This is an optimization exercise on Yosys and OpenROAD, whose aim is small area, not a production implementation.
Only simulation tests tie the RTL to the original design; equivalence was not proved.
Power and IR drop assume default switching activity.

===== flow/config.mk =====
export PLATFORM = sky130hd
export DESIGN_NAME = debug_display_top
export DESIGN_NICKNAME = debug_display_top
export VERILOG_FILES = /design/flow/design.v
export SDC_FILE = /design/flow/constraint.sdc
export NUM_CORES = 4
export LEC_CHECK = 0
export CAP_MARGIN = 20
export CORE_AREA = 5 5 535 535
export CTS_CLUSTER_DIAMETER = 60
export CTS_CLUSTER_SIZE = 10
export DIE_AREA = 0 0 540 540
export PLACE_DENSITY = 0.3
export SLEW_MARGIN = 20
export SYNTH_HIERARCHICAL = 1
export SYNTH_MINIMUM_KEEP_SIZE = 0

===== flow/constraint.sdc =====
create_clock -name core_clock -period 10.0 [get_ports {clock_50}]
set_input_delay 2.0000 -clock core_clock [delete_from_list [all_inputs] [get_ports {clock_50}]]
set_output_delay 2.0000 -clock core_clock [all_outputs]
set_load 0.01 [all_outputs]

===== flow/design.v =====
`default_nettype none
package debug_display_pkg;
    localparam int PAGE_WIDTH  = 128;
    localparam int BLOCK_WIDTH = 384;
    typedef logic [3:0] page_sel_t;
    typedef struct packed {
        logic [BLOCK_WIDTH-1:0] query_data;
        logic [BLOCK_WIDTH-1:0] subject_data;
        logic [87:0]            misc_debug;
        logic [BLOCK_WIDTH-1:0] query_debug;
        logic [BLOCK_WIDTH-1:0] subject_debug;
    } debug_src_t;
    typedef logic [6:0] seg_t;
    localparam logic [111:0] SEG_FONT = {
        7'b0001110, 7'b0000110, 7'b0100001, 7'b1000110,
        7'b0000011, 7'b0001000, 7'b0011000, 7'b0000000,
        7'b1111000, 7'b0000010, 7'b0010010, 7'b0011001,
        7'b0110000, 7'b0100100, 7'b1111001, 7'b1000000
    };
endpackage
`default_nettype wire
`default_nettype none
package lcd_pkg;
    typedef struct packed {
        logic [7:0] data;
        logic       rs;
        logic       rw;
        logic       en;
        logic       on;
    } lcd_bus_t;
    typedef logic [31:0][7:0] lcd_text_t;
    localparam logic [7:0] CMD_FUNCTION_SET = 8'h38;
    localparam logic [7:0] CMD_DISPLAY_ON   = 8'h0C;
    localparam logic [7:0] CMD_CLEAR        = 8'h01;
    localparam logic [7:0] CMD_ENTRY_MODE   = 8'h06;
    localparam logic [7:0] CMD_LINE1        = 8'h80;
    localparam logic [7:0] CMD_LINE2        = 8'hC0;
endpackage
`default_nettype wire
`timescale 1ns/1ps
`default_nettype none
module t_a21oi_1 (
    input  wire logic A1,
    input  wire logic A2,
    input  wire logic B1,
    output logic      Y
);
    assign Y = (~A1&~B1) | (~A2&~B1);
endmodule
module t_clkinv_1 (
    input  wire logic A,
    output logic      Y
);
    assign Y = (~A);
endmodule
module t_nand2_1 (
    input  wire logic A,
    input  wire logic B,
    output logic      Y
);
    assign Y = (~A) | (~B);
endmodule
module t_nand3_1 (
    input  wire logic A,
    input  wire logic B,
    input  wire logic C,
    output logic      Y
);
    assign Y = (~A) | (~B) | (~C);
endmodule
module t_nand4_1 (
    input  wire logic A,
    input  wire logic B,
    input  wire logic C,
    input  wire logic D,
    output logic      Y
);
    assign Y = (~A) | (~B) | (~C) | (~D);
endmodule
module t_nor2_1 (
    input  wire logic A,
    input  wire logic B,
    output logic      Y
);
    assign Y = (~A&~B);
endmodule
module t_nor3_1 (
    input  wire logic A,
    input  wire logic B,
    input  wire logic C,
    output logic      Y
);
    assign Y = (~A&~B&~C);
endmodule
module t_nor4_1 (
    input  wire logic A,
    input  wire logic B,
    input  wire logic C,
    input  wire logic D,
    output logic      Y
);
    assign Y = (~A&~B&~C&~D);
endmodule
module t_o21ai_1 (
    input  wire logic A1,
    input  wire logic A2,
    input  wire logic B1,
    output logic      Y
);
    assign Y = (~A1&~A2) | (~B1);
endmodule
module t_xor2_1 (
    input  wire logic A,
    input  wire logic B,
    output logic      X
);
    assign X = (A&~B) | (~A&B);
endmodule
module timer_next (clear, run, count, run_d, count_d, start, en_end);
    input clear;
    input run;
    input [10:0] count;
    output run_d;
    output [10:0] count_d;
    output start;
    output en_end;
    wire clear;
    wire run;
    wire [10:0] count;
    wire run_d;
    wire [10:0] count_d;
    wire start;
    wire en_end;
    wire _00_;
    wire _01_;
    wire _02_;
    wire _03_;
    wire _04_;
    wire _05_;
    wire _06_;
    wire _07_;
    wire _08_;
    wire _09_;
    wire _10_;
    wire _11_;
    wire _12_;
    wire _13_;
    wire _14_;
    wire _15_;
    wire _16_;
    wire _17_;
    wire _18_;
    wire _19_;
    wire _20_;
    wire _21_;
    wire _22_;
    wire _23_;
    wire _24_;
    wire [10:0] step;
    t_clkinv_1 u_25_ (.A(count[8]), .Y(_00_));
    t_nor2_1 u_26_ (.A(clear), .B(_00_), .Y(count_d[9]));
    t_clkinv_1 u_27_ (.A(count[7]), .Y(_01_));
    t_clkinv_1 u_28_ (.A(clear), .Y(_02_));
    t_clkinv_1 u_29_ (.A(run), .Y(_03_));
    t_nand3_1 u_30_ (.A(count[3]), .B(count[5]), .C(count[10]), .Y(_04_));
    t_clkinv_1 u_31_ (.A(count[0]), .Y(_05_));
    t_clkinv_1 u_32_ (.A(count[1]), .Y(_06_));
    t_clkinv_1 u_33_ (.A(count[9]), .Y(_07_));
    t_nand4_1 u_34_ (.A(_05_), .B(_06_), .C(_01_), .D(_07_), .Y(_08_));
    t_o21ai_1 u_35_ (.A1(_04_), .A2(_08_), .B1(_03_), .Y(_09_));
    t_clkinv_1 u_36_ (.A(count[2]), .Y(_10_));
    t_clkinv_1 u_37_ (.A(count[6]), .Y(_11_));
    t_nor4_1 u_38_ (.A(count[4]), .B(count[8]), .C(_10_), .D(_11_), .Y(_12_));
    t_clkinv_1 u_39_ (.A(count[5]), .Y(_13_));
    t_nor2_1 u_40_ (.A(count[3]), .B(count[10]), .Y(_14_));
    t_nand2_1 u_41_ (.A(_14_), .B(_13_), .Y(_15_));
    t_nand4_1 u_42_ (.A(_06_), .B(count[0]), .C(count[7]), .D(count[9]), .Y(_16_));
    t_o21ai_1 u_43_ (.A1(_16_), .A2(_15_), .B1(run), .Y(_17_));
    t_nand3_1 u_44_ (.A(_09_), .B(_17_), .C(_12_), .Y(_18_));
    t_nand2_1 u_45_ (.A(_18_), .B(_02_), .Y(_19_));
    t_nor2_1 u_46_ (.A(_01_), .B(_19_), .Y(count_d[8]));
    t_nor2_1 u_47_ (.A(_11_), .B(_19_), .Y(count_d[7]));
    t_nor2_1 u_48_ (.A(_13_), .B(_19_), .Y(count_d[6]));
    t_clkinv_1 u_49_ (.A(count[4]), .Y(_20_));
    t_nor2_1 u_50_ (.A(clear), .B(_20_), .Y(count_d[5]));
    t_clkinv_1 u_51_ (.A(count[3]), .Y(_21_));
    t_nor2_1 u_52_ (.A(_21_), .B(_19_), .Y(count_d[4]));
    t_nor2_1 u_53_ (.A(_10_), .B(_19_), .Y(count_d[3]));
    t_nor2_1 u_54_ (.A(_06_), .B(_19_), .Y(count_d[2]));
    t_nor2_1 u_55_ (.A(_05_), .B(_19_), .Y(count_d[1]));
    t_xor2_1 u_56_ (.A(count[8]), .B(count[10]), .X(_22_));
    t_nor2_1 u_57_ (.A(_22_), .B(_19_), .Y(count_d[0]));
    t_nand4_1 u_58_ (.A(_10_), .B(_20_), .C(_11_), .D(_00_), .Y(_23_));
    t_nor3_1 u_59_ (.A(_15_), .B(_08_), .C(_23_), .Y(start));
    t_nor2_1 u_60_ (.A(_07_), .B(_19_), .Y(count_d[10]));
    t_a21oi_1 u_61_ (.A1(_18_), .A2(_03_), .B1(clear), .Y(run_d));
    t_nand4_1 u_62_ (.A(_10_), .B(count[4]), .C(count[6]), .D(count[8]), .Y(_24_));
    t_nor3_1 u_63_ (.A(_04_), .B(_16_), .C(_24_), .Y(en_end));
    assign step[10:1] = count[9:0];
endmodule
module reset_delay #(
    parameter int RESET_DELAY_CYCLES = 1000,
    parameter int EN_CYCLES          = 12,
    parameter int GAP_CYCLES         = 2000
) (
    input  wire logic clock_50,
    input  wire logic reset,
    input  wire logic write_lcd,
    output logic      lcd_run,
    output logic      xfer_start,
    output logic      en_end
);
    localparam int TOTAL = EN_CYCLES + GAP_CYCLES;
    localparam bit USE_LFSR = (RESET_DELAY_CYCLES == 1000) &&
                              (EN_CYCLES == 12) && (GAP_CYCLES == 2000);
    localparam int BIN_W = ($clog2(TOTAL) > $clog2(RESET_DELAY_CYCLES)) ?
                           $clog2(TOTAL) : $clog2(RESET_DELAY_CYCLES);
    localparam int CNT_W = (BIN_W > 11) ? BIN_W : 11;
    logic [CNT_W-1:0] count;
    logic [CNT_W-1:0] count_d;
    logic             run_d;
    if (USE_LFSR) begin : g_lfsr
        timer_next u_next (
            .clear   (reset | write_lcd),
            .run     (lcd_run),
            .count   (count),
            .run_d   (run_d),
            .count_d (count_d),
            .start   (xfer_start),
            .en_end  (en_end)
        );
    end else begin : g_bin
        logic wrap;
        assign wrap = lcd_run ? (count == CNT_W'(TOTAL - 1))
                              : (count == CNT_W'(RESET_DELAY_CYCLES - 1));
        assign run_d      = !(reset || write_lcd) && (lcd_run || wrap);
        assign count_d    = (reset || write_lcd || wrap) ? '0 : count + 1'b1;
        assign xfer_start = (count == '0);
        assign en_end     = (count == CNT_W'(EN_CYCLES));
    end
    always_ff @(posedge clock_50) begin
        lcd_run <= run_d;
        count   <= count_d;
    end
endmodule
`default_nettype wire
`timescale 1ns/1ps
`default_nettype none
module sel_aoi3 (
    input  wire logic [2:0] d,
    input  wire logic [2:0] s,
    output logic            y_n
);
    assign y_n = ~|(d & s);
endmodule
module sel_aoi2 (
    input  wire logic [1:0] d,
    input  wire logic [1:0] s,
    output logic            y_n
);
    assign y_n = ~|(d & s);
endmodule
module sel_nand1 (
    input  wire logic d,
    input  wire logic s,
    output logic      y_n
);
    assign y_n = ~(d & s);
endmodule
module page_select (
    input  wire logic                          clock_50,
    input  wire debug_display_pkg::page_sel_t  sel,
    input  wire debug_display_pkg::debug_src_t debug,
    input  wire logic [4:0]                    chr,
    output logic [3:0]                         nib
);
    localparam int PW = debug_display_pkg::PAGE_WIDTH;
    localparam int NG = 11;
    logic [12:0][PW-1:0]     pages;
    logic [12:0]             page_oh;
    logic [31:0]             chr_oh;
    logic [12:0][3:0][NG-1:0] y_n;
    logic [12:0][3:0]        col;
    logic [3:0]              nib_next;
    assign pages[0]  = debug.query_data[0*PW +: PW];
    assign pages[1]  = debug.query_data[1*PW +: PW];
    assign pages[2]  = debug.query_data[2*PW +: PW];
    assign pages[3]  = debug.subject_data[0*PW +: PW];
    assign pages[4]  = debug.subject_data[1*PW +: PW];
    assign pages[5]  = debug.subject_data[2*PW +: PW];
    assign pages[6]  = PW'(debug.misc_debug);
    assign pages[7]  = debug.query_debug[0*PW +: PW];
    assign pages[8]  = debug.query_debug[1*PW +: PW];
    assign pages[9]  = debug.query_debug[2*PW +: PW];
    assign pages[10] = debug.subject_debug[0*PW +: PW];
    assign pages[11] = debug.subject_debug[1*PW +: PW];
    assign pages[12] = debug.subject_debug[2*PW +: PW];
    always_comb begin
        for (int p = 0; p < 13; p++) page_oh[p] = (sel == 4'(p));
        for (int n = 0; n < 32; n++) chr_oh[n] = (chr == 5'(31 - n));
    end
    for (genvar p = 0; p < 13; p++) begin : g_page
        localparam int NN = (p == 6) ? 22 : 32;
        for (genvar b = 0; b < 4; b++) begin : g_bit
            for (genvar g = 0; g < NG; g++) begin : g_gate
                if (3*g + 2 < NN) begin : g_three
                    sel_aoi3 u_aoi (
                        .d   ({pages[p][4*(3*g+2) + b], pages[p][4*(3*g+1) + b], pages[p][4*(3*g) + b]}),
                        .s   (chr_oh[3*g +: 3]),
                        .y_n (y_n[p][b][g])
                    );
                end else if (3*g + 1 < NN) begin : g_two
                    sel_aoi2 u_aoi (
                        .d   ({pages[p][4*(3*g+1) + b], pages[p][4*(3*g) + b]}),
                        .s   (chr_oh[3*g +: 2]),
                        .y_n (y_n[p][b][g])
                    );
                end else if (3*g < NN) begin : g_one
                    sel_nand1 u_aoi (
                        .d   (pages[p][4*(3*g) + b]),
                        .s   (chr_oh[3*g]),
                        .y_n (y_n[p][b][g])
                    );
                end else begin : g_none
                    assign y_n[p][b][g] = 1'b1;
                end
            end
            assign col[p][b] = ~&y_n[p][b];
        end
    end
    always_comb begin
        nib_next = '0;
        for (int p = 0; p < 13; p++) nib_next |= {4{page_oh[p]}} & col[p];
    end
    always_ff @(posedge clock_50) nib <= nib_next;
endmodule
`default_nettype wire
`timescale 1ns/1ps
`default_nettype none
module l_a211oi_1 (
    input  wire logic A1,
    input  wire logic A2,
    input  wire logic B1,
    input  wire logic C1,
    output logic      Y
);
    assign Y = (~A1&~B1&~C1) | (~A2&~B1&~C1);
endmodule
module l_a21oi_1 (
    input  wire logic A1,
    input  wire logic A2,
    input  wire logic B1,
    output logic      Y
);
    assign Y = (~A1&~B1) | (~A2&~B1);
endmodule
module l_a221oi_1 (
    input  wire logic A1,
    input  wire logic A2,
    input  wire logic B1,
    input  wire logic B2,
    input  wire logic C1,
    output logic      Y
);
    assign Y = (~A1&~B1&~C1) | (~A1&~B2&~C1) | (~A2&~B1&~C1) | (~A2&~B2&~C1);
endmodule
module l_a22o_2 (
    input  wire logic A1,
    input  wire logic A2,
    input  wire logic B1,
    input  wire logic B2,
    output logic      X
);
    assign X = (B1&B2) | (A1&A2);
endmodule
module l_a31oi_1 (
    input  wire logic A1,
    input  wire logic A2,
    input  wire logic A3,
    input  wire logic B1,
    output logic      Y
);
    assign Y = (~A1&~B1) | (~A2&~B1) | (~A3&~B1);
endmodule
module l_a32o_1 (
    input  wire logic A1,
    input  wire logic A2,
    input  wire logic A3,
    input  wire logic B1,
    input  wire logic B2,
    output logic      X
);
    assign X = (A1&A2&A3) | (B1&B2);
endmodule
module l_a41oi_1 (
    input  wire logic A1,
    input  wire logic A2,
    input  wire logic A3,
    input  wire logic A4,
    input  wire logic B1,
    output logic      Y
);
    assign Y = (~A1&~B1) | (~A2&~B1) | (~A3&~B1) | (~A4&~B1);
endmodule
module l_clkinv_1 (
    input  wire logic A,
    output logic      Y
);
    assign Y = (~A);
endmodule
module l_nand2_1 (
    input  wire logic A,
    input  wire logic B,
    output logic      Y
);
    assign Y = (~A) | (~B);
endmodule
module l_nor2_1 (
    input  wire logic A,
    input  wire logic B,
    output logic      Y
);
    assign Y = (~A&~B);
endmodule
module l_nor3_1 (
    input  wire logic A,
    input  wire logic B,
    input  wire logic C,
    output logic      Y
);
    assign Y = (~A&~B&~C);
endmodule
module l_o21a_1 (
    input  wire logic A1,
    input  wire logic A2,
    input  wire logic B1,
    output logic      X
);
    assign X = (A1&B1) | (A2&B1);
endmodule
module l_o21ai_1 (
    input  wire logic A1,
    input  wire logic A2,
    input  wire logic B1,
    output logic      Y
);
    assign Y = (~A1&~A2) | (~B1);
endmodule
module lcd_next (run, start, en_end, slot, cur, en, nib, slot_d, cur_d, en_d, data);
    input run;
    input start;
    input en_end;
    input [5:0] slot;
    input [4:0] cur;
    input en;
    input [3:0] nib;
    output [5:0] slot_d;
    output [4:0] cur_d;
    output en_d;
    output [7:0] data;
    wire run;
    wire start;
    wire en_end;
    wire [5:0] slot;
    wire [4:0] cur;
    wire en;
    wire [3:0] nib;
    wire [5:0] slot_d;
    wire [4:0] cur_d;
    wire en_d;
    wire [7:0] data;
    wire _000_;
    wire _001_;
    wire _002_;
    wire _003_;
    wire _004_;
    wire _005_;
    wire _006_;
    wire _007_;
    wire _008_;
    wire _009_;
    wire _010_;
    wire _011_;
    wire _012_;
    wire _013_;
    wire _014_;
    wire _015_;
    wire _016_;
    wire _017_;
    wire _018_;
    wire _019_;
    wire _020_;
    wire _021_;
    wire _022_;
    wire _023_;
    wire _024_;
    wire _025_;
    wire _026_;
    wire _027_;
    wire _028_;
    wire _029_;
    wire _030_;
    wire _031_;
    wire _032_;
    wire _033_;
    wire _034_;
    wire _035_;
    wire _036_;
    wire _037_;
    wire _038_;
    wire _039_;
    wire _040_;
    wire _041_;
    wire _042_;
    wire _043_;
    wire _044_;
    wire _045_;
    wire [6:0] ascii;
    wire [7:0] cmd;
    l_clkinv_1 u_046_ (.A(_023_), .Y(_024_));
    l_nor2_1 u_047_ (.A(_017_), .B(_024_), .Y(_025_));
    l_clkinv_1 u_048_ (.A(_020_), .Y(_026_));
    l_nor2_1 u_049_ (.A(nib[2]), .B(_026_), .Y(_027_));
    l_a221oi_1 u_050_ (.A1(_009_), .A2(_018_), .B1(_025_), .B2(_021_), .C1(_027_), .Y(cur_d[2]));
    l_clkinv_1 u_051_ (.A(slot[1]), .Y(_028_));
    l_nor2_1 u_052_ (.A(nib[1]), .B(_026_), .Y(_029_));
    l_a221oi_1 u_053_ (.A1(_011_), .A2(_018_), .B1(_025_), .B2(_028_), .C1(_029_), .Y(cur_d[1]));
    l_nand2_1 u_054_ (.A(start), .B(slot[0]), .Y(_030_));
    l_nor2_1 u_055_ (.A(nib[0]), .B(_026_), .Y(_031_));
    l_nor3_1 u_056_ (.A(cur[0]), .B(start), .C(_017_), .Y(_032_));
    l_a211oi_1 u_057_ (.A1(_025_), .A2(_030_), .B1(_032_), .C1(_031_), .Y(cur_d[0]));
    l_nor2_1 u_058_ (.A(_028_), .B(_030_), .Y(_033_));
    l_nor2_1 u_059_ (.A(slot[2]), .B(_033_), .Y(_034_));
    l_nor3_1 u_060_ (.A(_017_), .B(_034_), .C(_024_), .Y(_035_));
    l_a21oi_1 u_061_ (.A1(start), .A2(slot[0]), .B1(slot[1]), .Y(_036_));
    l_nor3_1 u_062_ (.A(_021_), .B(_028_), .C(_030_), .Y(_037_));
    l_nand2_1 u_063_ (.A(_037_), .B(slot[3]), .Y(_038_));
    l_a32o_1 u_064_ (.A1(slot[4]), .A2(_024_), .A3(_038_), .B1(_035_), .B2(_036_), .X(slot_d[4]));
    l_nand2_1 u_065_ (.A(_038_), .B(_024_), .Y(_039_));
    l_nor2_1 u_066_ (.A(slot[3]), .B(_037_), .Y(_040_));
    l_nor2_1 u_067_ (.A(_040_), .B(_039_), .Y(slot_d[3]));
    l_clkinv_1 u_068_ (.A(slot[3]), .Y(_041_));
    l_a211oi_1 u_069_ (.A1(_037_), .A2(_041_), .B1(_023_), .C1(_034_), .Y(slot_d[2]));
    l_a21oi_1 u_070_ (.A1(run), .A2(_021_), .B1(_024_), .Y(_042_));
    l_nor3_1 u_071_ (.A(_033_), .B(_036_), .C(_042_), .Y(slot_d[1]));
    l_nor2_1 u_072_ (.A(start), .B(slot[0]), .Y(_043_));
    l_a41oi_1 u_073_ (.A1(slot[2]), .A2(slot[1]), .A3(slot[4]), .A4(slot[3]), .B1(_030_), .Y(_044_));
    l_nor3_1 u_074_ (.A(_043_), .B(_044_), .C(_042_), .Y(slot_d[0]));
    l_nor2_1 u_075_ (.A(cur[1]), .B(_014_), .Y(data[7]));
    l_clkinv_1 u_076_ (.A(en_end), .Y(_045_));
    l_nand2_1 u_077_ (.A(_045_), .B(en), .Y(_000_));
    l_a21oi_1 u_078_ (.A1(_000_), .A2(_019_), .B1(_017_), .Y(en_d));
    l_a21oi_1 u_079_ (.A1(_007_), .A2(_019_), .B1(_023_), .Y(cur_d[4]));
    l_a31oi_1 u_080_ (.A1(run), .A2(_022_), .A3(_038_), .B1(_035_), .Y(slot_d[5]));
    l_clkinv_1 u_081_ (.A(cur[3]), .Y(_001_));
    l_nor2_1 u_082_ (.A(cur[1]), .B(cur[2]), .Y(_002_));
    l_a21oi_1 u_083_ (.A1(_001_), .A2(cur[4]), .B1(_002_), .Y(_003_));
    l_a21oi_1 u_084_ (.A1(_001_), .A2(cur[4]), .B1(cur[0]), .Y(_004_));
    l_clkinv_1 u_085_ (.A(_004_), .Y(_005_));
    l_nor2_1 u_086_ (.A(cur[1]), .B(_005_), .Y(_006_));
    l_o21a_1 u_087_ (.A1(cur[4]), .A2(_006_), .B1(_003_), .X(data[6]));
    l_clkinv_1 u_088_ (.A(cur[4]), .Y(_007_));
    l_a21oi_1 u_089_ (.A1(cur[0]), .A2(_007_), .B1(_003_), .Y(data[4]));
    l_o21a_1 u_090_ (.A1(cur[3]), .A2(_007_), .B1(_002_), .X(data[3]));
    l_a21oi_1 u_091_ (.A1(_007_), .A2(cur[0]), .B1(cur[2]), .Y(_008_));
    l_clkinv_1 u_092_ (.A(cur[2]), .Y(_009_));
    l_nor2_1 u_093_ (.A(cur[4]), .B(_009_), .Y(_010_));
    l_nor3_1 u_094_ (.A(_008_), .B(_010_), .C(_006_), .Y(data[2]));
    l_clkinv_1 u_095_ (.A(cur[1]), .Y(_011_));
    l_nor2_1 u_096_ (.A(_011_), .B(_004_), .Y(_012_));
    l_nor2_1 u_097_ (.A(_012_), .B(_006_), .Y(_013_));
    l_clkinv_1 u_098_ (.A(_010_), .Y(_014_));
    l_o21ai_1 u_099_ (.A1(cur[1]), .A2(cur[2]), .B1(_014_), .Y(_015_));
    l_nor2_1 u_100_ (.A(_015_), .B(_013_), .Y(data[1]));
    l_nand2_1 u_101_ (.A(data[4]), .B(cur[0]), .Y(_016_));
    l_o21ai_1 u_102_ (.A1(_005_), .A2(_015_), .B1(_016_), .Y(data[0]));
    l_clkinv_1 u_103_ (.A(run), .Y(_017_));
    l_nor2_1 u_104_ (.A(start), .B(_017_), .Y(_018_));
    l_clkinv_1 u_105_ (.A(start), .Y(_019_));
    l_nor3_1 u_106_ (.A(slot[5]), .B(_019_), .C(_017_), .Y(_020_));
    l_a22o_2 u_107_ (.A1(cur[3]), .A2(_018_), .B1(_020_), .B2(nib[3]), .X(cur_d[3]));
    l_clkinv_1 u_108_ (.A(slot[2]), .Y(_021_));
    l_clkinv_1 u_109_ (.A(slot[5]), .Y(_022_));
    l_o21ai_1 u_110_ (.A1(_019_), .A2(_022_), .B1(run), .Y(_023_));
    assign ascii[5] = ascii[4];
    assign cmd[5] = cmd[4];
    assign data[5] = data[4];
endmodule
`default_nettype wire
`timescale 1ns/1ps
`default_nettype none
module c_a21oi_1 (
    input  wire logic A1,
    input  wire logic A2,
    input  wire logic B1,
    output logic      Y
);
    assign Y = (~A1&~B1) | (~A2&~B1);
endmodule
module c_a221oi_1 (
    input  wire logic A1,
    input  wire logic A2,
    input  wire logic B1,
    input  wire logic B2,
    input  wire logic C1,
    output logic      Y
);
    assign Y = (~A1&~B1&~C1) | (~A1&~B2&~C1) | (~A2&~B1&~C1) | (~A2&~B2&~C1);
endmodule
module c_a31oi_1 (
    input  wire logic A1,
    input  wire logic A2,
    input  wire logic A3,
    input  wire logic B1,
    output logic      Y
);
    assign Y = (~A1&~B1) | (~A2&~B1) | (~A3&~B1);
endmodule
module c_a41oi_1 (
    input  wire logic A1,
    input  wire logic A2,
    input  wire logic A3,
    input  wire logic A4,
    input  wire logic B1,
    output logic      Y
);
    assign Y = (~A1&~B1) | (~A2&~B1) | (~A3&~B1) | (~A4&~B1);
endmodule
module c_clkinv_1 (
    input  wire logic A,
    output logic      Y
);
    assign Y = (~A);
endmodule
module c_nand2_1 (
    input  wire logic A,
    input  wire logic B,
    output logic      Y
);
    assign Y = (~A) | (~B);
endmodule
module c_nand3_1 (
    input  wire logic A,
    input  wire logic B,
    input  wire logic C,
    output logic      Y
);
    assign Y = (~A) | (~B) | (~C);
endmodule
module c_nor2_1 (
    input  wire logic A,
    input  wire logic B,
    output logic      Y
);
    assign Y = (~A&~B);
endmodule
module c_o211ai_1 (
    input  wire logic A1,
    input  wire logic A2,
    input  wire logic B1,
    input  wire logic C1,
    output logic      Y
);
    assign Y = (~A1&~A2) | (~B1) | (~C1);
endmodule
module c_o21ai_1 (
    input  wire logic A1,
    input  wire logic A2,
    input  wire logic B1,
    output logic      Y
);
    assign Y = (~A1&~A2) | (~B1);
endmodule
module c_o21bai_1 (
    input  wire logic A1,
    input  wire logic A2,
    input  wire logic B1_N,
    output logic      Y
);
    assign Y = (~A1&~A2) | (B1_N);
endmodule
module seg_font_dec (nn, blank, seg);
    input [3:0] nn;
    input blank;
    output [6:0] seg;
    wire [3:0] nn;
    wire blank;
    wire [6:0] seg;
    wire _00_;
    wire _01_;
    wire _02_;
    wire _03_;
    wire _04_;
    wire _05_;
    wire _06_;
    wire _07_;
    wire _08_;
    wire _09_;
    wire _10_;
    wire _11_;
    wire _12_;
    wire _13_;
    wire _14_;
    wire _15_;
    wire _16_;
    wire _17_;
    wire _18_;
    wire _19_;
    wire _20_;
    wire _21_;
    c_clkinv_1 u_22_ (.A(nn[0]), .Y(_00_));
    c_clkinv_1 u_23_ (.A(nn[2]), .Y(_01_));
    c_nor2_1 u_24_ (.A(nn[3]), .B(_01_), .Y(_02_));
    c_clkinv_1 u_25_ (.A(_02_), .Y(_03_));
    c_nand2_1 u_26_ (.A(_01_), .B(nn[3]), .Y(_04_));
    c_a41oi_1 u_27_ (.A1(_03_), .A2(_00_), .A3(nn[1]), .A4(_04_), .B1(blank), .Y(_05_));
    c_clkinv_1 u_28_ (.A(nn[1]), .Y(_06_));
    c_nand2_1 u_29_ (.A(_00_), .B(nn[1]), .Y(_07_));
    c_nor2_1 u_30_ (.A(nn[1]), .B(_00_), .Y(_08_));
    c_clkinv_1 u_31_ (.A(nn[3]), .Y(_09_));
    c_nor2_1 u_32_ (.A(_09_), .B(_08_), .Y(_10_));
    c_nand3_1 u_33_ (.A(_03_), .B(_07_), .C(_04_), .Y(_11_));
    c_o21ai_1 u_34_ (.A1(_06_), .A2(_11_), .B1(_10_), .Y(_12_));
    c_nor2_1 u_35_ (.A(_00_), .B(_12_), .Y(_13_));
    c_nor2_1 u_36_ (.A(nn[0]), .B(nn[1]), .Y(_14_));
    c_a221oi_1 u_37_ (.A1(_01_), .A2(_14_), .B1(_02_), .B2(_08_), .C1(_13_), .Y(_15_));
    c_o211ai_1 u_38_ (.A1(nn[3]), .A2(_07_), .B1(_01_), .C1(_15_), .Y(_16_));
    c_nand3_1 u_39_ (.A(_16_), .B(_06_), .C(nn[3]), .Y(_17_));
    c_nand2_1 u_40_ (.A(_17_), .B(_05_), .Y(seg[5]));
    c_a31oi_1 u_41_ (.A1(_00_), .A2(nn[1]), .A3(nn[2]), .B1(blank), .Y(_18_));
    c_nand2_1 u_42_ (.A(_12_), .B(_18_), .Y(seg[4]));
    c_nand2_1 u_43_ (.A(_15_), .B(_18_), .Y(seg[3]));
    c_o21bai_1 u_44_ (.A1(_10_), .A2(_11_), .B1_N(blank), .Y(seg[2]));
    c_a21oi_1 u_45_ (.A1(_14_), .A2(_09_), .B1(blank), .Y(_19_));
    c_nand2_1 u_46_ (.A(_16_), .B(_19_), .Y(seg[1]));
    c_nand2_1 u_47_ (.A(_02_), .B(_14_), .Y(_20_));
    c_o211ai_1 u_48_ (.A1(_00_), .A2(_12_), .B1(_05_), .C1(_20_), .Y(seg[0]));
    c_nand2_1 u_49_ (.A(seg[5]), .B(seg[3]), .Y(_21_));
    c_o21ai_1 u_50_ (.A1(_06_), .A2(_11_), .B1(_21_), .Y(seg[6]));
endmodule
module seven_seg_bank (
    input  wire logic                          clock_50,
    input  wire logic                          reset,
    input  wire logic                          show_id,
    input  wire logic [31:0]                   subject_id,
    input  wire logic [31:0]                   subject_length,
    output debug_display_pkg::seg_t [7:0]      hex
);
    logic [31:0] word_nq;
    logic        blank_q;
    always_ff @(posedge clock_50) begin
        word_nq <= ~(show_id ? subject_id : subject_length);
        blank_q <= reset;
    end
    for (genvar k = 0; k < 8; k++) begin : g_digit
        seg_font_dec u_dec (
            .nn    (word_nq[4*k +: 4]),
            .blank (blank_q),
            .seg   (hex[k])
        );
    end
endmodule
`default_nettype wire
`timescale 1ns/1ps
`default_nettype none
module b_a21oi_1 (
    input  wire logic A1,
    input  wire logic A2,
    input  wire logic B1,
    output logic      Y
);
    assign Y = (~A1&~B1) | (~A2&~B1);
endmodule
module b_clkinv_1 (
    input  wire logic A,
    output logic      Y
);
    assign Y = (~A);
endmodule
module b_nand2_1 (
    input  wire logic A,
    input  wire logic B,
    output logic      Y
);
    assign Y = (~A) | (~B);
endmodule
module b_nand4_1 (
    input  wire logic A,
    input  wire logic B,
    input  wire logic C,
    input  wire logic D,
    output logic      Y
);
    assign Y = (~A) | (~B) | (~C) | (~D);
endmodule
module b_nor2_1 (
    input  wire logic A,
    input  wire logic B,
    output logic      Y
);
    assign Y = (~A&~B);
endmodule
module b_nor4_1 (
    input  wire logic A,
    input  wire logic B,
    input  wire logic C,
    input  wire logic D,
    output logic      Y
);
    assign Y = (~A&~B&~C&~D);
endmodule
module b_or2_2 (
    input  wire logic A,
    input  wire logic B,
    output logic      X
);
    assign X = (A) | (B);
endmodule
module b_xnor2_1 (
    input  wire logic A,
    input  wire logic B,
    output logic      Y
);
    assign Y = (~A&~B) | (A&B);
endmodule
module beat_next (reset, cnt, beat, cnt_d, beat_d);
    input reset;
    input [16:0] cnt;
    input beat;
    output [16:0] cnt_d;
    output beat_d;
    wire reset;
    wire [16:0] cnt;
    wire beat;
    wire [16:0] cnt_d;
    wire beat_d;
    wire _00_;
    wire _01_;
    wire _02_;
    wire _03_;
    wire _04_;
    wire _05_;
    wire _06_;
    wire _07_;
    wire _08_;
    wire _09_;
    wire _10_;
    wire _11_;
    wire _12_;
    wire _13_;
    wire _14_;
    wire _15_;
    wire _16_;
    wire _17_;
    wire _18_;
    wire _19_;
    wire _20_;
    wire _21_;
    wire _22_;
    wire _23_;
    wire _24_;
    wire _25_;
    wire _26_;
    b_clkinv_1 u_27_ (.A(cnt[5]), .Y(_00_));
    b_clkinv_1 u_28_ (.A(cnt[15]), .Y(_01_));
    b_clkinv_1 u_29_ (.A(cnt[16]), .Y(_02_));
    b_clkinv_1 u_30_ (.A(cnt[6]), .Y(_03_));
    b_nor4_1 u_31_ (.A(cnt[7]), .B(cnt[9]), .C(cnt[8]), .D(_03_), .Y(_04_));
    b_nand4_1 u_32_ (.A(_04_), .B(_01_), .C(cnt[14]), .D(_02_), .Y(_05_));
    b_clkinv_1 u_33_ (.A(cnt[3]), .Y(_06_));
    b_nor4_1 u_34_ (.A(cnt[2]), .B(cnt[4]), .C(_06_), .D(_00_), .Y(_07_));
    b_clkinv_1 u_35_ (.A(cnt[10]), .Y(_08_));
    b_clkinv_1 u_36_ (.A(cnt[12]), .Y(_09_));
    b_nor4_1 u_37_ (.A(cnt[11]), .B(cnt[13]), .C(_08_), .D(_09_), .Y(_10_));
    b_nand4_1 u_38_ (.A(_07_), .B(_10_), .C(cnt[0]), .D(cnt[1]), .Y(_11_));
    b_nor2_1 u_39_ (.A(_05_), .B(_11_), .Y(_12_));
    b_or2_2 u_40_ (.A(reset), .B(_12_), .X(_13_));
    b_nor2_1 u_41_ (.A(_00_), .B(_13_), .Y(cnt_d[6]));
    b_clkinv_1 u_42_ (.A(cnt[4]), .Y(_14_));
    b_nor2_1 u_43_ (.A(_14_), .B(_13_), .Y(cnt_d[5]));
    b_nor2_1 u_44_ (.A(_06_), .B(_13_), .Y(cnt_d[4]));
    b_clkinv_1 u_45_ (.A(cnt[2]), .Y(_15_));
    b_nor2_1 u_46_ (.A(_15_), .B(_13_), .Y(cnt_d[3]));
    b_clkinv_1 u_47_ (.A(cnt[1]), .Y(_16_));
    b_nor2_1 u_48_ (.A(_16_), .B(_13_), .Y(cnt_d[2]));
    b_clkinv_1 u_49_ (.A(cnt[0]), .Y(_17_));
    b_nor2_1 u_50_ (.A(_17_), .B(_13_), .Y(cnt_d[1]));
    b_clkinv_1 u_51_ (.A(cnt[13]), .Y(_18_));
    b_nand2_1 u_52_ (.A(_18_), .B(_02_), .Y(_19_));
    b_nand2_1 u_53_ (.A(cnt[13]), .B(cnt[16]), .Y(_20_));
    b_a21oi_1 u_54_ (.A1(_19_), .A2(_20_), .B1(_13_), .Y(cnt_d[0]));
    b_clkinv_1 u_55_ (.A(cnt[14]), .Y(_21_));
    b_nor2_1 u_56_ (.A(_21_), .B(_13_), .Y(cnt_d[15]));
    b_nor2_1 u_57_ (.A(_18_), .B(_13_), .Y(cnt_d[14]));
    b_nor2_1 u_58_ (.A(_09_), .B(_13_), .Y(cnt_d[13]));
    b_clkinv_1 u_59_ (.A(cnt[11]), .Y(_22_));
    b_nor2_1 u_60_ (.A(_22_), .B(_13_), .Y(cnt_d[12]));
    b_nor2_1 u_61_ (.A(_08_), .B(_13_), .Y(cnt_d[11]));
    b_clkinv_1 u_62_ (.A(cnt[9]), .Y(_23_));
    b_nor2_1 u_63_ (.A(_23_), .B(_13_), .Y(cnt_d[10]));
    b_clkinv_1 u_64_ (.A(cnt[8]), .Y(_24_));
    b_nor2_1 u_65_ (.A(_24_), .B(_13_), .Y(cnt_d[9]));
    b_clkinv_1 u_66_ (.A(cnt[7]), .Y(_25_));
    b_nor2_1 u_67_ (.A(_25_), .B(_13_), .Y(cnt_d[8]));
    b_nor2_1 u_68_ (.A(_03_), .B(_13_), .Y(cnt_d[7]));
    b_xnor2_1 u_69_ (.A(beat), .B(_12_), .Y(_26_));
    b_nor2_1 u_70_ (.A(reset), .B(_26_), .Y(beat_d));
    b_nor2_1 u_71_ (.A(_01_), .B(_13_), .Y(cnt_d[16]));
endmodule
module status_leds #(
    parameter int HEARTBEAT_HALF = 100_000
) (
    input  wire logic        clock_50,
    input  wire logic        reset,
    input  wire logic [25:0] status,
    output logic      [17:0] ledr,
    output logic      [8:0]  ledg
);
    localparam bit USE_LFSR = (HEARTBEAT_HALF == 100_000);
    localparam int BIN_W    = $clog2(HEARTBEAT_HALF + 1);
    localparam int CNT_W    = (BIN_W > 17) ? BIN_W : 17;
    logic [CNT_W-1:0] beat_count;
    logic [CNT_W-1:0] count_d;
    logic             beat;
    logic             beat_d;
    logic [7:0]       status_low;
    always_ff @(posedge clock_50) begin
        ledr       <= status[25:8];
        status_low <= status[7:0];
    end
    if (USE_LFSR) begin : g_lfsr
        beat_next u_next (
            .reset  (reset),
            .cnt    (beat_count),
            .beat   (beat),
            .cnt_d  (count_d),
            .beat_d (beat_d)
        );
    end else begin : g_bin
        logic last;
        assign last    = (beat_count == CNT_W'(HEARTBEAT_HALF - 1));
        assign count_d = (reset || last) ? '0 : beat_count + 1'b1;
        assign beat_d  = !reset && (beat ^ last);
    end
    always_ff @(posedge clock_50) begin
        beat_count <= count_d;
        beat       <= beat_d;
    end
    assign ledg = {beat, status_low};
endmodule
`default_nettype wire
`timescale 1ns/1ps
`default_nettype none
module lcd_controller (
    input  wire logic         clock_50,
    input  wire logic         lcd_run,
    input  wire logic         xfer_start,
    input  wire logic         en_end,
    input  wire logic [3:0]   nib,
    output logic [4:0]        chr,
    output lcd_pkg::lcd_bus_t lcd
);
    logic [5:0] slot;
    logic [5:0] slot_d;
    logic [4:0] cur;
    logic [4:0] cur_d;
    logic       en_q;
    logic       en_d;
    logic [7:0] data;
    lcd_next u_next (
        .run    (lcd_run),
        .start  (xfer_start),
        .en_end (en_end),
        .slot   (slot),
        .cur    (cur),
        .en     (en_q),
        .nib    (nib),
        .slot_d (slot_d),
        .cur_d  (cur_d),
        .en_d   (en_d),
        .data   (data)
    );
    always_ff @(posedge clock_50) begin
        slot <= slot_d;
        cur  <= cur_d;
        en_q <= en_d;
    end
    assign chr = slot[4:0];
    assign lcd = {data, cur[4], 1'b0, en_q, 1'b1};
endmodule
`default_nettype wire
`timescale 1ns/1ps
`default_nettype none
module debug_display_top #(
    parameter int RESET_DELAY_CYCLES = 1000,
    parameter int EN_CYCLES          = 12,
    parameter int GAP_CYCLES         = 2000,
    parameter int HEARTBEAT_HALF     = 100_000
) (
    input  wire logic                          clock_50,
    input  wire logic                          reset,
    input  wire logic [17:0]                   sw,
    input  wire debug_display_pkg::debug_src_t debug,
    input  wire logic [31:0]                   subject_id,
    input  wire logic [31:0]                   subject_length,
    input  wire logic [25:0]                   status,
    input  wire logic                          write_lcd,
    output debug_display_pkg::seg_t [7:0]      hex,
    output logic [17:0]                        ledr,
    output logic [8:0]                         ledg,
    output lcd_pkg::lcd_bus_t                  lcd
);
    logic       lcd_run;
    logic       xfer_start;
    logic       en_end;
    logic [4:0] chr;
    logic [3:0] nib;
    reset_delay #(
        .RESET_DELAY_CYCLES (RESET_DELAY_CYCLES),
        .EN_CYCLES          (EN_CYCLES),
        .GAP_CYCLES         (GAP_CYCLES)
    ) reset_delay_i (
        .clock_50   (clock_50),
        .reset      (reset),
        .write_lcd  (write_lcd),
        .lcd_run    (lcd_run),
        .xfer_start (xfer_start),
        .en_end     (en_end)
    );
    page_select page_select_i (
        .clock_50 (clock_50),
        .sel      (sw[17:14]),
        .debug    (debug),
        .chr      (chr),
        .nib      (nib)
    );
    lcd_controller lcd_controller_i (
        .clock_50   (clock_50),
        .lcd_run    (lcd_run),
        .xfer_start (xfer_start),
        .en_end     (en_end),
        .nib        (nib),
        .chr        (chr),
        .lcd        (lcd)
    );
    seven_seg_bank seven_seg_bank_i (
        .clock_50       (clock_50),
        .reset          (reset),
        .show_id        (sw[10]),
        .subject_id     (subject_id),
        .subject_length (subject_length),
        .hex            (hex)
    );
    status_leds #(.HEARTBEAT_HALF(HEARTBEAT_HALF)) status_leds_i (
        .clock_50 (clock_50),
        .reset    (reset),
        .status   (status),
        .ledr     (ledr),
        .ledg     (ledg)
    );
endmodule
`default_nettype wire

===== flow/flow/run.sh =====
#!/bin/bash
# The standard layout with two changes: the smallest buffer on every input
# and output port instead of the delay buffer buffer_ports picks by
# default, and every combinational cell of the synthesized netlist set to
# drive strength 1 before floorplanning (flow/downsize.tcl).
set -euo pipefail
here=$(pwd)
bash standard.sh \
  "BUFFER_PORTS_ARGS=-buffer_cell sky130_fd_sc_hd__buf_1" \
  "POST_SYNTH_TCL=$here/flow/downsize.tcl" \
  finish > standard_flow.log 2>&1

===== flow/flow/downsize.tcl =====
# Sourced by ORFS after synthesis (POST_SYNTH_TCL), before 1_synth.odb is
# written: every combinational cell that synthesis picked in a drive
# strength above 1 goes back to its drive-1 version. Placement's repair
# steps size up again where slew, capacitance or timing need it.
# Flip-flops, latches and tie cells keep the cell synthesis gave them.
set db [ord::get_db]
set swapped 0
foreach inst [[ord::get_db_block] getInsts] {
  set m [[$inst getMaster] getName]
  if {![regexp {^sky130_fd_sc_hd__(\w+)_(\d+)$} $m -> base drive]} { continue }
  if {$drive <= 1} { continue }
  if {[regexp {^(df|sdf|edf|sedf|dl|sdl|conb)} $base]} { continue }
  set new [$db findMaster sky130_fd_sc_hd__${base}_1]
  if {$new eq "NULL"} { continue }
  $inst swapMaster $new
  incr swapped
}
puts "downsize.tcl: $swapped cells set to drive strength 1"

===== flow/standard.sh =====
#!/bin/bash
# synth_recipe.tcl (not shown) runs the flow's synth.tcl, then flattens the netlist and writes it again
# the make line also repeats each setting of config.mk as NAME=value (left out here)
make -C /OpenROAD-flow-scripts/flow DESIGN_CONFIG=/design/flow/config.mk WORK_HOME=/design/flow/orfs CLKGATE_MAP_FILE= SYNTH_SCRIPT=/design/flow/synth_recipe.tcl "${@:-finish}"

==> summary.md, run 1 <==
| Metric | Value |
|---|---|
| RSZ-0062 raised after global routing | `no` |
| H-tree depth | `3` |
| Starting utilization of the core area | `slightly above 4%` |
| I/O Pins | `1830` |
| Maximum number of buffers from clock root to sink | `2` |
| Max cap viols | `0` |
| Worst-path fanout max | `30` |
| Endpoint of the worst-slack reg-to-reg timing path | `page_select_i.nib[3]$_DFF_P_` |
| Syn nets | `roughly 3100` |
| DR vias/cell | `roughly 3.8` |
| Min Tclk post-route | `5.42 ns` |
| Final Hold Fails | `0` |
| Clock transition time at the flip-flop clock pins of the worst setup and hold paths | `about 0.08 ns` |
| First-pass GRT wire length | `approximately 320 mm` |
| Pin count of the biggest net entering global routing | `47` |
| Synth Area per Inst | `approximately 8.3 sq um` |
| Final routed wire length divided by cell count | `about 37 um` |
| Highest achievable clock rate | `roughly 180 MHz` |
| Antenna violations before repair | `100` |
| Final setup violation count | `0` |
| Share of layout cells above drive strength 1 | `just over 6%` |
| Hold Path Origin | `status_leds_i.beat_count[12]$_DFF_P_` |
| Wire length reported by the detailed router | `between 200 and 300 mm` |
| ANT nets after route | `0` |
| CTS Buf Count | `9` |
| Number of hold buffers added after CTS | `0` |
| Cell count of the worst reg-to-reg path | `10` |
| Post-cts repair resize count | `0` |
| Startpoint of the lowest-slack register-to-register path | `lcd_controller_i.slot[0]$_DFF_P_` |
| Crit path kind | `flop to flop` |
| Root Buffer | `sky130_fd_sc_hd__clkbuf_16` |
| Die extent in x | `about 540 um` |
| FF-to-FF setup slack | `4.58 ns` |
| Final net count | `around 5100` |
| Drt first-iter violations | `5400` |
| Final cell utilization of the core | `between 8 and 9%` |
| Total via count in the routed design | `26900` |
| Status | `no timing/DRC/antenna violations` |
| Max IR drop VDD | `~0.000078 V` |
| Number of buffers inserted to repair setup after CTS | `0` |
| Pre-Repair DR Iteration Count | `14` |
| PwrDens | `55.6 mW/mm^2` |
| Data required time of the worst path | `slightly above 10 ns` |
| Leakage power summed over all cells | `slightly above 7 nW` |
| Synthesis-to-finish area growth | `116%` |
| Area of the die | `around 0.29 sq mm` |
| Final weighted congestion of routability-driven global placement | `approximately 1` |
| Die Height | `around 540 um` |
| Max Slew Vio Count | `0` |
| Worst min-delay path endpoint | `status_leds_i.beat_count[13]$_DFF_P_` |
| Combined global-route utilization of all metal layers | `around 17%` |
| FP Rows | `a little under 200` |
| Worst setup skew after layout | `roughly 0.0066 ns` |
| Worst slew margin relative to its limit | `a little under a quarter` |
| Post-route clock period utilization | `54.2%` |
| Core area | `roughly 0.28 sq mm` |
| Endpoint type of the worst setup path | `flop` |
| Slew at the pin closest to its max-slew limit | `1.16 ns` |
| Number of global-route vias before repair | `between 20000 and 30000` |
| Total DRC errors in the routed layout | `0` |
| Cell depth of the worst min-delay path | `2` |
| Gr ovfl total | `0` |
| Detail Placement HPWL | `231 mm` |
| Setup TNS | `0 ns` |
| YS warnings | `11` |
| Count of mapped cells out of synthesis | `roughly 1400` |
| Clock Sink Count | `between 100 and 150` |
| Worst Path Arrival | `roughly 5.7 ns` |
| Kind of start point of the critical path | `flop` |
| Insertion delay to the later sink of the worst-skew pair | `just under 0.4 ns` |
| TritonCTS clock tree | `yes` |
| Mapped Area | `between 0.01 and 0.015 sq mm` |
| Number of buffer cells added on primary ports | `~1800` |
| Tightest Hold Check Type | `flop to flop` |
[flip-flops by register name, summed over array words and instances, names as in the netlist]
| name | count |
|---|---|
| status_leds_i.beat | 1 |
| lcd_controller_i.en_q | 1 |
| lcd_controller_i.slot | 6 |
| status_leds_i.ledr | 18 |
| status_leds_i.beat_count | 17 |
| reset_delay_i.lcd_run | 1 |
| reset_delay_i.count | 11 |
| status_leds_i.status_low | 8 |
| seven_seg_bank_i.blank_q | 1 |
| seven_seg_bank_i.word_nq | 32 |
| page_select_i.nib | 4 |
| lcd_controller_i.cur | 5 |
[how the worst max path moves through the flow]
stage,from,end,cells past startpoint
global route,lcd_controller_i.slot[0]$_DFF_P_,page_select_i.nib[3]$_DFF_P_,10
detailed placement,debug[757],page_select_i.nib[1]$_DFF_P_,6
CTS,lcd_controller_i.slot[1]$_DFF_P_,page_select_i.nib[3]$_DFF_P_,8
global placement,debug[763],page_select_i.nib[3]$_DFF_P_,6
finish,lcd_controller_i.slot[0]$_DFF_P_,page_select_i.nib[3]$_DFF_P_,10
floorplan,seven_seg_bank_i.word_nq[6]$_DFF_P_,hex[13],12
[metrics by stage]
| step | power, W | area, sq um | worst slack [ns] | cells | hold WS, ns |
|---|---|---|---|---|---|
| detailed placement | 0.00101 | 24400 | 4.00 | 7054 | 0.415 |
| global route | 0.00145 | 24700 | 4.38 | 7089 | 0.443 |
| floorplan | 0.000570 | 11500 | 6.35 | 1389 | 0.403 |
| CTS | 0.00141 | 24600 | 4.40 | 7070 | 0.423 |
| finish | 0.00138 | 24800 | 4.58 | 7122 | 0.426 |
| global placement | 0.00101 | 24300 | 3.81 | 7048 | 0.419 |
[critical path: stages, from the launching register on]
cell and delay [ns]:
sky130_fd_sc_hd__dfxtp_1 0.43, sky130_fd_sc_hd__nand2b_1 0.77, sky130_fd_sc_hd__nor2_4 0.05, sky130_fd_sc_hd__buf_4 0.24, sky130_fd_sc_hd__buf_4 0.25, sky130_fd_sc_hd__buf_4 0.31
sky130_fd_sc_hd__a222oi_1 0.80, sky130_fd_sc_hd__nand4_1 0.60, sky130_fd_sc_hd__o31ai_1 0.62, sky130_fd_sc_hd__nand4_1 0.47, sky130_fd_sc_hd__or4_1 0.64
[metal layers]
layer	part of all wire (%)	vias up	GRT usage [%]	routed length [um]
met2	51	2297	31.0	133000
met1	37	13300	18.9	96500
met5	0.10	-	0	264
li1	-	10900	-	-
met4	4.2	38	6.11	11100
met3	8.1	349	3.71	21400
[where the power goes]
group | switching (W) | internal [W] | leakage (nW)
Clock | 0.000198 | 0.000180 | 0.139
Sequential | 0.0000170 | 0.000438 | 0.871
Combinational | 0.000334 | 0.000209 | 6.03
Total | 0.000549 | 0.000827 | 7.04
[area by class of cell]
cell class | instances | area, sq um
fillers | 33500 | 255000
diodes | 51 | 128
clock buffers | 11 | 243
multi-input cells | 1178 | 9280
inverters | 84 | 315
repair buffers | 1964 | 8000
clock inverters | 5 | 45.0
well taps | 3724 | 4660
flip-flops and latches | 105 | 2100
[cells in the final DEF, fill, tap and decap left out, types with 8 or more instances in the layout]
cell and instances:
sky130_fd_sc_hd__buf_1 1812, sky130_fd_sc_hd__a41oi_1 9, sky130_fd_sc_hd__nand3_1 67, sky130_fd_sc_hd__nand4_1 116, sky130_fd_sc_hd__a221oi_1 10, sky130_fd_sc_hd__nor2_4 32, sky130_fd_sc_hd__inv_1 84, sky130_fd_sc_hd__mux2i_1 29
sky130_fd_sc_hd__buf_4 143, sky130_fd_sc_hd__a22oi_1 48, sky130_fd_sc_hd__o21ai_1 25, sky130_fd_sc_hd__o211ai_1 16, sky130_fd_sc_hd__dfxtp_1 104, sky130_fd_sc_hd__nand2_1 82, sky130_fd_sc_hd__nor2_1 90, sky130_fd_sc_hd__o31ai_1 34
sky130_fd_sc_hd__a222oi_1 508, sky130_fd_sc_hd__clkbuf_16 9, sky130_fd_sc_hd__o21bai_1 8, sky130_fd_sc_hd__diode_2 51, sky130_fd_sc_hd__nor3_1 21, sky130_fd_sc_hd__a21oi_1 18, sky130_fd_sc_hd__a31oi_1 9
==> run 2: changes to the inputs <==
--- a/flow/config.mk
+++ b/flow/config.mk
@@ -12,3 +12,3 @@
 export DIE_AREA = 0 0 540 540
-export PLACE_DENSITY = 0.3
+export PLACE_DENSITY = 0.6
 export SLEW_MARGIN = 20
==> run 2 against run 1 <==
Die area unchanged. Maximum frequency down 5.7%. Routed wire length up 2.2%. Count of clock-buffer cells in the layout down 2. Critical endpoint unchanged. Non-clock buffer count down 27. Via count up 3.0%. Global-route usage up 0.29 points. Still clean. Final cell count up 0.46%. Critical path type unchanged. Critical path depth down 1. Clock skew up 0.020 ns. Synthesized cell count unchanged. Register-to-register slack worse by 0.33 ns.
==> summary.md, run 2 <==
| Metric | Value |
|---|---|
| Final weighted congestion of routability-driven global placement | `about 1.0` |
| Internal power | `0.000826 W` |
| Share of total power in the clock network | `28.9%` |
| Final Hold Fails | `0` |
| CTS Buf Count | `9` |
| Startpoint of the lowest-slack register-to-register path | `lcd_controller_i.slot[0]$_DFF_P_` |
| Drt first-iter violations | `roughly 6200` |
| Number of hold buffers added after CTS | `0` |
| Syn nets | `between 3000 and 4000` |
| Worst slew margin relative to its limit | `roughly a tenth` |
| Clock Sink Count | `~110` |
| Worst setup skew after layout | `0.0262 ns` |
| Total via count in the routed design | `around 28000` |
| Share of total power consumed by net switching | `41.5%` |
| PwrDens | `about 57 mW/mm^2` |
| RSZ-0062 raised after global routing | `no` |
| Starting utilization of the core area | `just over 4%` |
| Endpoint type of the worst setup path | `flop` |
| DR vias/cell | `a little under 4` |
| Register share of total power | `roughly 32%` |
| Worst Path Arrival | `between 6 and 7 ns` |
| Hold Path Origin | `status_leds_i.beat_count[9]$_DFF_P_` |
| Setup TNS | `0 ns` |
| Wire length reported by the detailed router | `approximately 270 mm` |
| I/O Pins | `between 1500 and 2000` |
| YS warnings | `11` |
| ANT nets after route | `0` |
| Min Tclk post-route | `roughly 5.8 ns` |
| Pre-Repair DR Iteration Count | `21` |
| H-tree depth | `3` |
| Top Registers | `seven_seg_bank_i.word_nq (32), status_leds_i.ledr (18), status_leds_i.beat_count (17)` |
| Share of layout cells above drive strength 1 | `5.60%` |
| Combined global-route utilization of all metal layers | `between 15 and 20%` |
| Tightest Hold Check Type | `flop to flop` |
| Highest achievable clock rate | `174 MHz` |
| First-pass GRT wire length | `318 mm` |
| Placed cells | `around 7000` |
| Post-route clock period utilization | `57.5%` |
| Combinational power share | `slightly below 40%` |
| Number of global-route vias before repair | `26200` |
| Switching power total | `about 0.0006 W` |
| Number of buffer cells added on primary ports | `1814` |
| Status | `no timing/DRC/antenna violations` |
| Count of mapped cells out of synthesis | `between 1000 and 1500` |
| Number of buffers inserted to repair setup after CTS | `0` |
| Clock transition time at the flip-flop clock pins of the worst setup and hold paths | `around 0.11 ns` |
| Most common cell after layout, fill and taps aside | `sky130_fd_sc_hd__buf_1` |
| Mapped Area | `around 0.011 sq mm` |
| Max Slew Vio Count | `0` |
| Insertion delay to the later sink of the worst-skew pair | `0.41 ns` |
| Kind of start point of the critical path | `flop` |
| TritonCTS clock tree | `yes` |
| Final routed wire length divided by cell count | `~38 um` |
| Data required time of the worst path | `roughly 10 ns` |
| Synth Area per Inst | `between 8 and 9 sq um` |
| Cell count of the worst reg-to-reg path | `9` |
| Non-filler cells, final | `between 7000 and 8000` |
| FP Rows | `194` |
| Final setup violation count | `0` |
| Root Buffer | `sky130_fd_sc_hd__clkbuf_16` |
| Slew at the pin closest to its max-slew limit | `between 1 and 1.5 ns` |
| Final net count | `between 5000 and 6000` |
| Highest-count cells in the layout ignoring fill and taps | `1809 x sky130_fd_sc_hd__buf_1, 508 x sky130_fd_sc_hd__a222oi_1, 116 x sky130_fd_sc_hd__nand4_1` |
| Antenna violations before repair | `between 150 and 200` |
| Area of the die | `roughly 0.29 sq mm` |
| Startpoint of the most critical setup path | `lcd_controller_i.slot[0]$_DFF_P_` |
| Worst Hold Margin | `between 0.3 and 0.4 ns` |
| Core area | `about 0.28 sq mm` |
| Die extent in x | `540 um` |
| Total DRC errors in the routed layout | `0` |
| Pin count of the biggest net entering global routing | `53` |
| Max cap viols | `0` |
| Crit path kind | `flop to flop` |
| Max IR drop VDD | `0.000104 V` |
| Worst-path fanout max | `33` |
| Detail Placement HPWL | `roughly 230 mm` |
| Max reg flops | `32` |
| Cell depth of the worst min-delay path | `2` |
| Final cell utilization of the core | `8.85%` |
| Gr ovfl total | `0` |
| Post-cts repair resize count | `0` |
| Synthesis-to-finish area growth | `115%` |
| Die Height | `around 540 um` |
| Leakage power summed over all cells | `just under 7 nW` |
| Register with the most flip-flops | `seven_seg_bank_i.word_nq` |
| Maximum number of buffers from clock root to sink | `2` |
-- run 2: routing by layer --
layer	GRT usage, %	up-vias	wire (um)
li1	-	10900	-
met3	4.79	663	24100
met1	18.2	13300	93300
met5	0	-	415
met4	10.4	62	18700
met2	30.1	2755	132000
-- run 2: path summary, 6_finish.rpt --
| check | to | slack, ns |
|---|---|---|
| worst max-delay path | page_select_i.nib[3]$_DFF_P_ | 4.25 |
| worst min-delay path | status_leds_i.beat_count[10]$_DFF_P_ | 0.39 |
| worst min register to register | status_leds_i.beat_count[10]$_DFF_P_ | 0.39 |
| worst max register to register | page_select_i.nib[3]$_DFF_P_ | 4.25 |
-- run 2: power by group through the flow --
stage	registers, W	clock network, W	logic (W)
global placement	0.000466	0	0.000534
detailed placement	0.000465	0	0.000535
finish	0.000456	0.000408	0.000547
floorplan	0.000461	0	0.000109
global route	0.000459	0.000446	0.000581
CTS	0.000456	0.000440	0.000539
-- run 2: stage by stage --
step	total power, W	cell area [sq um]	setup WS, ns
2_1_floorplan	0.000570	11500	6.35
3_3_place_gp	0.00100	24100	4.07
3_5_place_dp	0.00100	24100	4.08
4_1_cts	0.00143	24500	4.26
5_1_grt	0.00149	24600	4.12
6_report	0.00141	24700	4.25
-- run 2: final cells by class --
type | instances | area, sq um
fillers | 33200 | 255000
multi-input cells | 1178 | 9280
well taps | 3724 | 4660
clock inverters | 7 | 86.3
inverters | 84 | 315
clock buffers | 9 | 225
flip-flops and latches | 105 | 2100
diodes | 111 | 278
repair buffers | 1937 | 7800
-- run 2: worst max-delay path, cell delays in order (launching register included) --
cell	delay (ns)
sky130_fd_sc_hd__dfxtp_1	0.43
sky130_fd_sc_hd__nand2b_1	0.73
sky130_fd_sc_hd__nor2_4	0.26
sky130_fd_sc_hd__buf_4	0.38
sky130_fd_sc_hd__buf_4	0.35
sky130_fd_sc_hd__a222oi_1	0.44
sky130_fd_sc_hd__nand4_1	0.73
sky130_fd_sc_hd__o31ai_1	1.14
sky130_fd_sc_hd__nand4_1	0.46
sky130_fd_sc_hd__or4_1	0.60

afterwards: timing with drivers on the ports:
The flow's constraints put no driver on any port. The routed layouts listed below were extracted and timed again, unchanged, in two steps.
Step 1: set_driving_cell puts a clkbuf_16 on clock_50 and a buf_2 on each other input, an assumption about the parent block.
Step 2 times the ports against the registers' clock, not the clock port: input delays grow and output delays shrink by t, the midpoint of the rising clock arrivals with the driver on.
Three values: no drivers, after step 1, after step 2; two values: the first two.
run	t (ns)	slack for setup (ns)	worst register clock-pin slew, ns	worst data-port slew with drivers (ns)
run 1	0.462	4.575 / 4.575 / 4.260	0.09 / 0.09	0.51
run 2	0.450	4.248 / 4.248 / 4.140	0.11 / 0.11	0.48
After both steps every run listed still meets setup and hold. The setup slack of run 1, which loses most, moves by 0.000 ns with the drivers and by -0.315 ns with both steps.
